Source: an optimization exercise on an open RTL-to-GDS flow (aim: small area, a short achievable clock period and few clock cycles per item). Production flows keep margins and buffers that such runs may drop. RTL that was checked went through simulation tests only; none was proved equivalent to the original.

// aes_sbox_lanes
module aes_sbox_lanes (
    input  logic        clock,
    input  logic        reset,
    input  logic        in_valid,
    output logic        in_ready,
    input  logic [31:0] in_share0,
    input  logic [31:0] in_share1,
    input  logic        rnd_valid,
    output logic        rnd_ready,
    input  logic [63:0] rnd_data,
    input  logic [63:0] prng_seed,
    output logic        out_valid,
    input  logic        out_ready,
    output logic [31:0] out_share0,
    output logic [31:0] out_share1,
    output logic [3:0]  credits_used
);
    localparam int RING = 5;
    logic              rst_q, acc_q;
    logic              accept, pop, push, full, adv2, adv3;
    logic [31:0]       core_o0, core_o1;
    logic [2:1]        v_q;
    logic [2:0]        v;                 
    logic [3:0]        cr_q, cr, cred;
    logic              head_v_q, head_v;
    logic [63:0]       head_q;
    logic [2:0]        cnt_q, cnt;        
    logic [2:0]        rd_q, rd, wr;      
    logic [RING-1:0][63:0] ring_q;
    logic              ring_rd, ring_wr, head_ld;
    logic              unused_seed;
    always_comb begin
        v      = rst_q ? '0 : {v_q, acc_q};
        cr     = rst_q ? '0 : cr_q;
        cred   = cr + 4'(v[0]);
        head_v = ~rst_q & head_v_q;
        cnt    = rst_q ? '0 : cnt_q;
        rd     = rst_q ? '0 : rd_q;
        wr     = (4'(rd) + 4'(cnt) >= 4'(RING)) ? rd + cnt - 3'(RING) : rd + cnt;
    end
    assign unused_seed  = ^prng_seed;
    assign in_ready     = ~reset & ~cred[3];
    assign accept       = in_valid & rnd_valid & in_ready;
    assign rnd_ready    = accept;
    assign credits_used = cred;
    for (genvar l = 0; l < 4; l++) begin : g_lane
        aes_sbox_lane u_lane (
            .clk_i (clock),
            .en_i  ({adv3, adv2}),
            .s0_i  (in_share0[8*l +: 8]),
            .s1_i  (in_share1[8*l +: 8]),
            .rnd_i (rnd_data[16*l +: 16]),
            .s0_o  (core_o0[8*l +: 8]),
            .s1_o  (core_o1[8*l +: 8])
        );
    end
  ...
For scale: about 5400 cells after synthesis, roughly 0.055 sq mm of cells after synthesis.
==> flow/config.mk <==
export PLATFORM = sky130hd
export DESIGN_NAME = aes_sbox_lanes
export DESIGN_NICKNAME = aes_sbox_lanes
export VERILOG_FILES = /design/flow/design.v
export SDC_FILE = /design/flow/constraint.sdc
export NUM_CORES = 4
export LEC_CHECK = 0
export ABC_CLOCK_PERIOD_IN_PS = 4000
export CAP_MARGIN = 20
export CORE_MARGIN = 2
export CORE_UTILIZATION = 50
export SETUP_SLACK_MARGIN = 4.9
export SLEW_MARGIN = 20
export TNS_END_PERCENT = 100
==> flow/constraint.sdc <==
create_clock -name core_clock -period 9.0 [get_ports {clock}]
set_input_delay 1.8000 -clock core_clock [delete_from_list [all_inputs] [get_ports {clock}]]
set_output_delay 1.8000 -clock core_clock [all_outputs]
set_load 0.01 [all_outputs]
standard.sh (not shown) runs the stock make flow with config.mk's settings and CLKGATE_MAP_FILE= SYNTH_SCRIPT=/design/flow/synth_recipe.tcl, a recipe that flattens the netlist after the stock synthesis.
==> flow/flow/run.sh <==
#!/bin/bash
# Own layout flow: the standard flow with two changes.
# 1. Synthesis maps the logic with flow/abc.script (ABC's &dch/&nf mapping, which suits the
#    XOR-heavy GF(2^8) arithmetic far better than abc_speed.script). The standard synthesis is
#    also run, into orfs_ref/, and the registers of the two netlists are compared; if they differ
#    the standard synthesis is used.
# 2. Every port still gets a buffer, but a plain sky130_fd_sc_hd__buf_1 (BUFFER_PORTS_ARGS)
#    rather than the delay buffer buffer_ports picks by default; the resizer sizes them up as needed.
set -uo pipefail
W=$PWD
sed -e "s#SYNTH_SCRIPT=[^ ]*#SYNTH_SCRIPT=$W/flow/synth.tcl#" standard.sh > my_synth.sh
sed -e "s#WORK_HOME=[^ ]*#WORK_HOME=$W/orfs_ref#" -e '/^if /,$d' standard.sh > ref_synth.sh
MY_ABC_SCRIPT=$W/flow/abc.script bash my_synth.sh synth > synth.log 2>&1 &
bash ref_synth.sh synth > ref_synth.log 2>&1
wait
RES=orfs/results/$FLOW_PLATFORM/aes_sbox_lanes/base
REF=orfs_ref/results/$FLOW_PLATFORM/aes_sbox_lanes/base
if ! python3 flow/regs.py $RES/1_2_yosys.v $REF/1_2_yosys.v > regs.log 2>&1; then
  echo "own synthesis differs from the standard one; using the standard flow" >> regs.log
  rm -rf orfs
fi
BUFFER_PORTS_ARGS="-buffer_cell sky130_fd_sc_hd__buf_1" bash standard.sh > layout.log 2>&1
==> flow/flow/abc.script <==
&get -n
&st
&dch
&nf
&put
==> flow/flow/regs.py <==
# regs.py A.v B.v: compares the flip-flops (instance name and cell type) of two netlists.
import re, sys
def regs(path):
    out = {}
    for cell, name in re.findall(r'^\s*(sky130_fd_sc_hd__\w*df\w*)\s+(\S+)\s*\(', open(path).read(), re.M):
        out[name] = re.sub(r'_\d+$', '', cell)
    return out
a, b = regs(sys.argv[1]), regs(sys.argv[2])
print(f"{len(a)} and {len(b)} flip-flops")
if a != b:
    print("registers differ:", sorted(set(a.items()) ^ set(b.items()))[:20])
    sys.exit(1)
print("registers match")
==> flow/flow/synth.tcl <==
# synth_recipe.tcl (the standard synthesis) with one change: Yosys's abc pass runs the ABC script
# named by MY_ABC_SCRIPT instead of ORFS's abc_speed.script. Registers are mapped before abc
# runs, so their names and cells are those of the standard synthesis.
proc synth {args} { yosys synth -nofsm -noshare {*}$args }
proc abc {args} {
  set i [lsearch -exact $args -script]
  if {$i >= 0} { lset args [expr {$i + 1}] $::env(MY_ABC_SCRIPT) }
  yosys abc {*}$args
}
source $::env(SCRIPTS_DIR)/synth.tcl
# left out here: clear keep_hierarchy, flatten, clean up, hide names made inside functions, write 1_2_yosys.v
The first run completed with no timing, DRC or antenna violations.
Testbench counts at the start, summed over its fixed seeds: cycles 16,032, items 16,000.
Next try:
==> flow/flow/abc.script (replaced) <==
&get -n
&st
&dch
&nf
&put
buffer -c
topo
stime -c
upsize -c
dnsize -c
--- a/flow/config.mk
+++ b/flow/config.mk
@@ -12 +12 @@
-export SETUP_SLACK_MARGIN = 4.9
+export SETUP_SLACK_MARGIN = 5
Result: Clock-buffer cell count is lower by 3; setup slack is better by 47 ps.

== v34 ==
Another version of the RTL of aes_sbox_lanes (not shown whole).
Size in the first run: about 780 flip-flops, ~270 I/O pins, ~55,000 um^2 of cells after synthesis.
// aes_sbox_lanes
module aes_sbox_lanes (
    input  logic        clock,
    input  logic        reset,
    input  logic        in_valid,
    output logic        in_ready,
    input  logic [31:0] in_share0,
    input  logic [31:0] in_share1,
    input  logic        rnd_valid,
    output logic        rnd_ready,
    input  logic [63:0] rnd_data,
    input  logic [63:0] prng_seed,
    output logic        out_valid,
    input  logic        out_ready,
    output logic [31:0] out_share0,
    output logic [31:0] out_share1,
    output logic [3:0]  credits_used
);
==> flow/config.mk <==
export PLATFORM = sky130hd
export DESIGN_NAME = aes_sbox_lanes
export DESIGN_NICKNAME = aes_sbox_lanes
export VERILOG_FILES = /design/flow/design.v
export SDC_FILE = /design/flow/constraint.sdc
export NUM_CORES = 4
export LEC_CHECK = 0
export ABC_CLOCK_PERIOD_IN_PS = 4000
export CAP_MARGIN = 10
export CORE_MARGIN = 2
export CORE_UTILIZATION = 50
export CTS_BUF_LIST = sky130_fd_sc_hd__clkbuf_8
export CTS_CLUSTER_DIAMETER = 70
export CTS_CLUSTER_SIZE = 16
export SETUP_SLACK_MARGIN = 4.9
export SLEW_MARGIN = 10
export TNS_END_PERCENT = 100
==> flow/constraint.sdc <==
create_clock -name core_clock -period 9.0 [get_ports {clock}]
set_input_delay 1.8000 -clock core_clock [delete_from_list [all_inputs] [get_ports {clock}]]
set_output_delay 1.8000 -clock core_clock [all_outputs]
set_load 0.01 [all_outputs]
==> flow/flow/abc.script <==
&get -n
&st
&dch
&nf
&put
buffer -c
topo
stime -c
upsize -c
dnsize -c
Scripts as last shown in full above: flow/flow/run.sh, flow/flow/regs.py, flow/flow/synth.tcl
Both conditions hold for v34: the flow ran to the end and the final layout passed the timing, DRC and antenna checks.
Testbench counts of v34, summed over its fixed seeds: cycles 16,040, items 16,000.
### v34 -> v21
# v34
export LEC_CHECK = 0
export ABC_CLOCK_PERIOD_IN_PS = 4000
export CAP_MARGIN = 10
export CORE_MARGIN = 2
export CORE_UTILIZATION = 50
export CTS_BUF_LIST = sky130_fd_sc_hd__clkbuf_8
export CTS_CLUSTER_DIAMETER = 70
export CTS_CLUSTER_SIZE = 16
export SETUP_SLACK_MARGIN = 4.9
export SLEW_MARGIN = 10
export TNS_END_PERCENT = 100
create_clock -name core_clock -period 9.0 [get_ports {clock}]
# v21
export LEC_CHECK = 0
export ABC_CLOCK_PERIOD_IN_PS = 4000
export CAP_MARGIN = 20
export CORE_MARGIN = 2
export CORE_UTILIZATION = 50
export CTS_BUF_LIST = sky130_fd_sc_hd__clkbuf_8
export CTS_CLUSTER_DIAMETER = 70
export CTS_CLUSTER_SIZE = 16
export SETUP_SLACK_MARGIN = 4.9
export SLEW_MARGIN = 20
export TNS_END_PERCENT = 100
create_clock -name core_clock -period 9.0 [get_ports {clock}]
Notes after the runs:
Comparing v34 with v21, the cell area came out essentially unchanged.
Between v21 and v34, the difference in via count is negligible.
v21 and v34 ended up with roughly the same total routed wirelength.
v21: full flow OK, the timing, DRC and antenna checks passed
v21 vs. v34: non-clock buffer share of cell area saw little to no change; number of synthesized flops with an enable pin saw little to no change.
~same wire length on met1 in v21 and v34
Diff v34..v21 | length of routed met3 wiring | negligible
On layout-stage area growth over the synthesis result, v34 tracks v21 almost exactly.
Diff v21..v34 | number of vias per cell | negligible
Looking at v21 and v34, the worst-case setup margin in the final layout is a wash.
Between v21 and v34, the difference in multi-input combinational cell area is negligible.

RTL: one of the versions met above, not the one the previous note started from.
For scale: roughly 5600 cells after synthesis, about 850 flip-flops, ~270 I/O pins, roughly 56000 um^2 of cells after synthesis.
export LEC_CHECK = 0
export ABC_CLOCK_PERIOD_IN_PS = 4000
export CAP_MARGIN = 20
export CORE_MARGIN = 2
export CORE_UTILIZATION = 50
export CTS_BUF_LIST = sky130_fd_sc_hd__clkbuf_8
export CTS_CLUSTER_DIAMETER = 80
export CTS_CLUSTER_SIZE = 20
export SETUP_SLACK_MARGIN = 4.9
export SLEW_MARGIN = 20
export TNS_END_PERCENT = 100
create_clock -name core_clock -period 9.0 [get_ports {clock}]
Scripts as last shown in full above: flow/flow/run.sh, flow/flow/abc.script, flow/flow/regs.py, flow/flow/synth.tcl
Testbench counts at the start, summed over its fixed seeds: cycles 16,032, items 16,000.
Then changed:
CORE_UTILIZATION = 65   (was 50)
CTS_CLUSTER_DIAMETER = 60   (was 80)
CTS_CLUSTER_SIZE = 14   (was 20)
PLACE_DENSITY = 0.72   (was unset)
=>
- The new run completed with no timing, DRC or antenna violations
- first-iteration DRC count grows by 8.0%
- global-route usage goes up by 5.4 points
- cell count shrinks by 4.3%
- synthesized area does not change
- via count goes up by about 3%
- setup slack is worse by 0.045 ns
- non-clock buffer count is lower by 9
- critical path depth came out higher by 8
- routed wire length came out lower by 1.3%
Then changed:
CORE_UTILIZATION = 50   (was 65)
CTS_BUF_LIST = unset   (was sky130_fd_sc_hd__clkbuf_8)
CTS_CLUSTER_DIAMETER = unset   (was 60)
CTS_CLUSTER_SIZE = unset   (was 14)
PLACE_DENSITY = unset   (was 0.72)
Count of clock-buffer cells in the layout is higher by 36.
Fmax is higher by 1.0%.
Final cell count is higher by 5.2%.
Routed wire length is higher by 2.3%.
Synthesized cell count stays the same.
Then changed:
CTS_BUF_LIST = sky130_fd_sc_hd__clkbuf_8   (was unset)
CTS_CLUSTER_DIAMETER = 60   (was unset)
CTS_CLUSTER_SIZE = 14   (was unset)
What happened: Global-route usage hardly moves. Sequential cell count does not change. Wire length shrinks slightly. Worst setup slack hardly moves. Non-clock buffer count shrinks by 6. Design area shrinks slightly. Maximum frequency barely changes.

## the previous run
Another version of the RTL of aes_sbox_lanes (not shown whole).
Size: about 960 flip-flops, about 58,000 sq um of cells after synthesis.
clock: 9.0 ns
lec_check: 0
abc_clock_period_in_ps: 4000
cap_margin: 20
core_margin: 2
core_utilization: 50
setup_slack_margin: 5
slew_margin: 20
tns_end_percent: 100
Scripts as last shown in full above: flow/flow/run.sh, flow/flow/abc.script, flow/flow/regs.py, flow/flow/synth.tcl
What the current run does differently from the previous run at the input level:
- SETUP_SLACK_MARGIN changed from 5 to 4.9
Delta (the current run minus the previous run): core utilization fell by 0.38 points, share of post-route cells with drive strength above 1 shows a reduction of 0.75 points. The previous run and the current run ended up with roughly the same via count. Minimum period implied by the final worst setup slack: the current run higher than the previous run.
No functional check of the RTL was part of any run of this note.

Another version of the RTL of aes_sbox_lanes (not shown whole).
For scale: roughly 5400 cells after synthesis, about 850 flip-flops, ~270 I/O pins.
Design aes_sbox_lanes, start of the top module:
module aes_sbox_lanes (
    input  logic        clock,
    input  logic        reset,
    input  logic        in_valid,
    output logic        in_ready,
    input  logic [31:0] in_share0,
    input  logic [31:0] in_share1,
    input  logic        rnd_valid,
    output logic        rnd_ready,
    input  logic [63:0] rnd_data,
    input  logic [63:0] prng_seed,
    output logic        out_valid,
    input  logic        out_ready,
    output logic [31:0] out_share0,
    output logic [31:0] out_share1,
    output logic [3:0]  credits_used
);
export LEC_CHECK = 0
export ABC_CLOCK_PERIOD_IN_PS = 4000
export CAP_MARGIN = 20
export CORE_MARGIN = 2
export CORE_UTILIZATION = 50
export CTS_BUF_LIST = sky130_fd_sc_hd__clkbuf_4 sky130_fd_sc_hd__clkbuf_8
export CTS_CLUSTER_SIZE = 30
export SETUP_SLACK_MARGIN = 4.9
export SLEW_MARGIN = 20
export TNS_END_PERCENT = 100
create_clock -name core_clock -period 9.0 [get_ports {clock}]
Scripts as last shown in full above: flow/flow/run.sh, flow/flow/abc.script, flow/flow/regs.py, flow/flow/synth.tcl
The first run produced a clean layout.
Testbench counts at the start, summed over its fixed seeds: cycles 16,032, items 16,000.
Rerun with:
- CTS_BUF_LIST: sky130_fd_sc_hd__clkbuf_4 sky130_fd_sc_hd__clkbuf_8 -> not set
- CTS_CLUSTER_SIZE: 30 -> not set
Result: Register-to-register slack gains 0.05 ns; setup slack stays flat; global-route usage stays flat; die area is unchanged; clock skew came out lower by 0.016 ns; synthesized area is unchanged; cell area came out higher slightly; worst hold slack stays flat; count of clock-buffer cells in the layout came out lower by 76.

Setup of old:
aes_sbox_lanes, a different RTL version from the one above (not shown whole).
For scale: about 780 flip-flops, roughly 270 I/O pins, roughly 55000 um^2 of cells after synthesis.
export LEC_CHECK = 0
export ABC_CLOCK_PERIOD_IN_PS = 4000
export CAP_MARGIN = 20
export CORE_MARGIN = 2
export CORE_UTILIZATION = 50
export CTS_BUF_LIST = sky130_fd_sc_hd__clkbuf_8
export CTS_CLUSTER_DIAMETER = 70
export CTS_CLUSTER_SIZE = 16
export SETUP_SLACK_MARGIN = 4.8
export SLEW_MARGIN = 20
export TNS_END_PERCENT = 100
create_clock -name core_clock -period 9.0 [get_ports {clock}]
Scripts as last shown in full above: flow/flow/run.sh, flow/flow/abc.script, flow/flow/regs.py, flow/flow/synth.tcl
old went all the way through the flow, and no timing, DRC or antenna check failed.
Testbench counts of old, summed over its fixed seeds: cycles 16,032, items 16,000.
Inputs modified between old and new:
# old
export LEC_CHECK = 0
export ABC_CLOCK_PERIOD_IN_PS = 4000
export CAP_MARGIN = 20
export CORE_MARGIN = 2
export CORE_UTILIZATION = 50
export CTS_BUF_LIST = sky130_fd_sc_hd__clkbuf_8
export CTS_CLUSTER_DIAMETER = 70
export CTS_CLUSTER_SIZE = 16
export SETUP_SLACK_MARGIN = 4.8
export SLEW_MARGIN = 20
export TNS_END_PERCENT = 100
create_clock -name core_clock -period 9.0 [get_ports {clock}]
# new
export LEC_CHECK = 0
export ABC_CLOCK_PERIOD_IN_PS = 4000
export CAP_MARGIN = 20
export CORE_MARGIN = 2
export CORE_UTILIZATION = 50
export CTS_BUF_LIST = sky130_fd_sc_hd__clkbuf_8
export CTS_CLUSTER_DIAMETER = 70
export CTS_CLUSTER_SIZE = 16
export SETUP_SLACK_MARGIN = 4.9
export SLEW_MARGIN = 20
export TNS_END_PERCENT = 100
create_clock -name core_clock -period 9.0 [get_ports {clock}]
--- outcome ---
- Length of routed met2 wiring was lower in old than in new.
- The wire length of old and that of new are within noise of each other.
- Compare new and old | number of buffers outside the clock class in the layout lower: old
- Average routed wire per standard cell of new is on par with old.
- Final critical-path share of the clock period, new and old: higher on old
- Compared new vs old, and achievable frequency is up in new.
- When the final numbers for new and old were put side by side, the met2 usage in global routing turned out to be greater in new.
- Compared with old, number of gates resized after cts in new increased by more than a quarter.

what the ideal ports hide:
How much do the figures lean on ideal ports? The routed layouts below were timed once more, with nothing changed but the port constraints.
Step 1 sets driving cells, clkbuf_16 on the clock port and buf_2 on the other inputs (assumed; they add their load-dependent delay and slew).
Step 2 times the ports against the registers' clock, not the clock port: input delays grow and output delays shrink by t, the midpoint of the rising clock arrivals with the driver on.
Three values: ideal ports, drivers, drivers and shift; two values: the first two.
run	shift t [ns]	setup WS [ns]	hold slack, ns	worst setup path at the end	worst register clock-pin slew, ns
the first run of note 1	0.722	4.891 / 4.850 / 4.364	0.377 / 0.377 / 0.377	input to register	0.07 / 0.07
the second run of note 1	0.728	4.938 / 4.898 / 4.335	0.397 / 0.397 / 0.397	input to register	0.07 / 0.07
v34	0.770	4.908 / 4.868 / 4.322	0.384 / 0.384 / 0.384	input to register	0.11 / 0.11
v21	0.769	4.908 / 4.868 / 4.337	0.386 / 0.386 / 0.386	input to register	0.11 / 0.11
the first run of note 3	0.843	4.912 / 4.878 / 4.266	0.365 / 0.365 / 0.365	input to register	0.12 / 0.12
the second run of note 3	0.785	4.868 / 4.868 / 4.272	0.390 / 0.390 / 0.390	input to register	0.10 / 0.10
the third run of note 3	0.718	4.910 / 4.868 / 4.380	0.381 / 0.381 / 0.381	input to register	0.07 / 0.07
the fourth run of note 3	0.846	4.911 / 4.869 / 4.315	0.393 / 0.393 / 0.393	input to register	0.09 / 0.09
the previous run	0.744	4.823 / 4.790 / 4.427	0.312 / 0.312 / 0.312	input to register	0.07 / 0.07
the current run	0.746	4.812 / 4.787 / 4.330	0.309 / 0.309 / 0.309	input to register	0.07 / 0.07
the first run of note 5	0.856	4.925 / 4.866 / 4.289	0.398 / 0.398 / 0.398	input to register	0.07 / 0.07
the second run of note 5	0.728	4.924 / 4.865 / 4.388	0.397 / 0.397 / 0.397	input to register	0.07 / 0.07
old	0.794	4.843 / 4.820 / 4.201	0.407 / 0.407 / 0.407	input to register	0.11 / 0.11
new	0.797	4.910 / 4.870 / 4.304	0.408 / 0.408 / 0.408	input to register	0.11 / 0.11
After both steps setup and hold are still met in every run listed. The setup slack of the first run of note 3, which loses most, moves by -0.034 ns with the drivers and by -0.646 ns with both steps.
